What follows belongs to an exercise in optimizing a design on an open flow for a short achievable clock period, few clock cycles per item and low power; a production flow would make more cautious choices. Where RTL was checked, it was by simulation tests only, not by an equivalence proof against the original. Power is estimated from default activity; no workload was simulated.

==> exp/yarrow <==
Design fragment_reassembly_tracker_core, start of the top module:
module fragment_reassembly_tracker_core #(
  parameter int unsigned MAX_FRAGS = frt_pkg::FRT_MAX_FRAGS
) (
  input  logic                            clk_i,
  input  logic                            rst_ni,
  input  logic                            cfg_we_i,
  input  logic [frt_pkg::CFG_IDX_W-1:0]   cfg_index_i,
  input  logic [frt_pkg::BYTES_W-1:0]     cfg_data_i,
  input  logic                            in_valid_i,
  output logic                            in_ready_o,
  input  logic [frt_pkg::FUNC_W-1:0]      func_i,
  input  logic [frt_pkg::KIND_W-1:0]      packet_kind_i,
  input  logic [frt_pkg::MSG_W-1:0]       message_number_i,
  input  logic [frt_pkg::FRAG_W-1:0]      fragment_number_i,
  input  logic [frt_pkg::CNT_W-1:0]       total_fragments_i,
  input  logic [frt_pkg::BYTES_W-1:0]     fragment_bytes_i,
  input  logic [frt_pkg::BYTES_W-1:0]     header_bytes_i,
  input  logic [frt_pkg::BYTES_W-1:0]     max_data_bytes_i,
  input  logic                            request_pending_i,
  output logic                            out_valid_o,
  input  logic                            out_ready_i,
  output logic [frt_pkg::ACTION_W-1:0]    action_o,
  output logic [frt_pkg::OFFSET_W-1:0]    page_offset_o,
  output logic [frt_pkg::BYTES_W-1:0]     copy_bytes_o,
  output logic [frt_pkg::BYTES_W-1:0]     resend_fragment_bytes_o,
  output logic                            message_complete_o
);
Settings: LEC_CHECK=0, CAP_MARGIN=20, CORE_MARGIN=2, CORE_UTILIZATION=50, CTS_BUF_LIST=sky130_fd_sc_hd__clkbuf_16, CTS_CLUSTER_DIAMETER=90, CTS_CLUSTER_SIZE=28, PLACE_DENSITY=0.65, SETUP_SLACK_MARGIN=3.0, SLEW_MARGIN=20, TNS_END_PERCENT=0; clock period 7.5 ns.
standard.sh (not shown) runs the stock make flow with config.mk's settings and CLKGATE_MAP_FILE= SYNTH_SCRIPT=/design/flow/synth_recipe.tcl, a recipe that flattens the netlist after the stock synthesis.
==> flow/flow/run.sh <==
#!/bin/bash
# The standard layout, with the input and output ports buffered by buf_2
# cells instead of the default port buffer. Full tool output: flow.log.
set -euo pipefail
export BUFFER_PORTS_ARGS="-buffer_cell sky130_fd_sc_hd__buf_2"
bash standard.sh > flow.log 2>&1
==> exp/umber: changes against exp/yarrow <==
--- a/flow/design.v
+++ b/flow/design.v
@@ -109,40 +109,27 @@
   assign div_step = in_valid_i && need_div && !div_done_q && !cfg_we_q && !out_valid_q;
   assign dvd_ext  = {dvd, 1'b0};
   assign div_sh   = {out_copy_q, dbit_q};
   assign div_tr   = {1'b0, div_sh} - {2'b0, max_data_bytes_i};
   assign rem_next = div_tr[DivW] ? div_sh[BW-1:0] : div_tr[BW-1:0];
-  logic [StepW-1:0]     dvd_lz;
-  always_comb begin
-    dvd_lz = StepW'(DivW - 1);
-    for (int i = 0; i < DivW; i++) begin
-      if (dvd[i]) begin
-        dvd_lz = StepW'(DivW - 1 - i);
-      end
-    end
-  end
   always_comb begin
     step_d = step_q;
-    if (in_accept || cfg_we_q) begin
-      step_d = dvd_lz;
+    if (in_accept) begin
+      step_d = '0;
     end else if (div_step) begin
       step_d = step_q + StepW'(1);
     end
   end
   always_ff @(posedge clk_i or negedge rst_ni) begin
     if (!rst_ni) begin
       div_done_q <= 1'b0;
-      step_q     <= StepW'(4);
-      dbit_q     <= 1'b1;
+      step_q     <= '0;
+      dbit_q     <= 1'b0;
       cfg_we_q   <= 1'b0;
     end else begin
       step_q   <= step_d;
-      if (in_accept || cfg_we_q) begin
-        dbit_q <= (dvd != '0);
-      end else if (div_step) begin
-        dbit_q <= dvd_ext[DivW-1-step_q];
-      end
+      dbit_q   <= dvd_ext[DivW-step_d];
       cfg_we_q <= cfg_we_i;
       if (in_accept) begin
         div_done_q <= 1'b0;
       end else if (div_step) begin
         if (step_q == StepW'(DivW - 1)) begin
==> flow/run.sh (new file) <==
#!/bin/bash
# synth_recipe.tcl (not shown) runs the flow's synth.tcl, then flattens the netlist and writes it again
# the make line also repeats each setting of config.mk as NAME=value (left out here)
make -C /OpenROAD-flow-scripts/flow DESIGN_CONFIG=/design/flow/config.mk WORK_HOME=/design/flow/orfs CLKGATE_MAP_FILE= SYNTH_SCRIPT=/design/flow/synth_recipe.tcl finish
- CORE_UTILIZATION: 50 -> 40
- CTS_BUF_LIST: sky130_fd_sc_hd__clkbuf_16 -> sky130_fd_sc_hd__clkbuf_8
- CTS_CLUSTER_DIAMETER: 90 -> 60
- CTS_CLUSTER_SIZE: 28 -> 20
- PLACE_DENSITY: 0.65 -> 0.6
- SETUP_SLACK_MARGIN: 3.0 -> default
- TNS_END_PERCENT: 0 -> default
removed: flow/flow/run.sh
removed: flow/standard.sh
==> exp/willow: changes against exp/yarrow <==
--- a/flow/design.v
+++ b/flow/design.v
@@ -109,40 +109,27 @@
   assign div_step = in_valid_i && need_div && !div_done_q && !cfg_we_q && !out_valid_q;
   assign dvd_ext  = {dvd, 1'b0};
   assign div_sh   = {out_copy_q, dbit_q};
   assign div_tr   = {1'b0, div_sh} - {2'b0, max_data_bytes_i};
   assign rem_next = div_tr[DivW] ? div_sh[BW-1:0] : div_tr[BW-1:0];
-  logic [StepW-1:0]     dvd_lz;
-  always_comb begin
-    dvd_lz = StepW'(DivW - 1);
-    for (int i = 0; i < DivW; i++) begin
-      if (dvd[i]) begin
-        dvd_lz = StepW'(DivW - 1 - i);
-      end
-    end
-  end
   always_comb begin
     step_d = step_q;
-    if (in_accept || cfg_we_q) begin
-      step_d = dvd_lz;
+    if (in_accept) begin
+      step_d = '0;
     end else if (div_step) begin
       step_d = step_q + StepW'(1);
     end
   end
   always_ff @(posedge clk_i or negedge rst_ni) begin
     if (!rst_ni) begin
       div_done_q <= 1'b0;
-      step_q     <= StepW'(4);
-      dbit_q     <= 1'b1;
+      step_q     <= '0;
+      dbit_q     <= 1'b0;
       cfg_we_q   <= 1'b0;
     end else begin
       step_q   <= step_d;
-      if (in_accept || cfg_we_q) begin
-        dbit_q <= (dvd != '0);
-      end else if (div_step) begin
-        dbit_q <= dvd_ext[DivW-1-step_q];
-      end
+      dbit_q   <= dvd_ext[DivW-step_d];
       cfg_we_q <= cfg_we_i;
       if (in_accept) begin
         div_done_q <= 1'b0;
       end else if (div_step) begin
         if (step_q == StepW'(DivW - 1)) begin
==> flow/run.sh (new file) <==
#!/bin/bash
# synth_recipe.tcl (not shown) runs the flow's synth.tcl, then flattens the netlist and writes it again
# the make line also repeats each setting of config.mk as NAME=value (left out here)
make -C /OpenROAD-flow-scripts/flow DESIGN_CONFIG=/design/flow/config.mk WORK_HOME=/design/flow/orfs CLKGATE_MAP_FILE= SYNTH_SCRIPT=/design/flow/synth_recipe.tcl finish
- CORE_UTILIZATION: 50 -> 40
- CTS_BUF_LIST: sky130_fd_sc_hd__clkbuf_16 -> sky130_fd_sc_hd__clkbuf_8
- CTS_CLUSTER_DIAMETER: 90 -> 60
- CTS_CLUSTER_SIZE: 28 -> 20
- PLACE_DENSITY: 0.65 -> 0.6
- SETUP_SLACK_MARGIN: 3.0 -> 2.0
removed: flow/flow/run.sh
removed: flow/standard.sh
==> run notes <==
exp/umber completed without violations. exp/willow ran to the end with no violations. exp/yarrow ran to the end with no violations.
Cell count: exp/willow > exp/umber > exp/yarrow.
Sequential power is about the same in exp/umber and exp/yarrow.
Of exp/umber and exp/yarrow, exp/yarrow has the higher setup slack (gap 1.1 ns).
Between exp/willow and exp/umber, the lower maximum frequency is in exp/umber (gap 12%, measured against exp/umber).
Flip-flop and latch count is the same in exp/umber and exp/yarrow.
Utilization: exp/yarrow > exp/willow > exp/umber.
Cell area: exp/willow > exp/umber > exp/yarrow.
Against exp/umber, the critical path depth of exp/willow is lower by 2.
Global-route usage, lowest first: exp/umber, exp/willow, exp/yarrow.
Of exp/yarrow and exp/umber, exp/yarrow has the higher synthesized cell count (gap about 6%, measured against exp/umber).
Testbench counts of exp/yarrow, summed over its fixed seeds: cycles 3,573, items 3,355.
Only the layout flow was run in exp/umber and exp/willow; the RTL was not checked for function there.

==> port drivers added, routing unchanged <==
No port has a modelled driver above. Below, the same layouts with a new extraction and two added sets of constraints. Step 1: set_driving_cell puts a clkbuf_16 on clk_i and a buf_2 on each other input, an assumption about the parent block. Step 2 moves the port delays by t, midway between the first and last clock arrival at a register: inputs arrive t later, outputs are due t later. That takes back most of the time a late clock gives input paths. Three values: no drivers, after step 1, after step 2; two values: the first two.
run | t (ns) | setup WS [ns] | hold slack, ns | cell pins on the clock port's net
exp/yarrow | 0.593 | 2.054 / 1.994 / 1.524 | 0.505 / 0.505 / 0.505 | 1
exp/umber | 0.716 | 0.994 / 0.972 / 0.548 | 0.490 / 0.490 / 0.490 | 1
exp/willow | 0.711 | 1.713 / 1.683 / 1.235 | 0.490 / 0.490 / 0.490 | 1
After both steps every run listed still meets setup and hold. For exp/yarrow, which loses most, drivers alone change the setup slack by -0.060 ns; drivers and shift together by -0.530 ns.
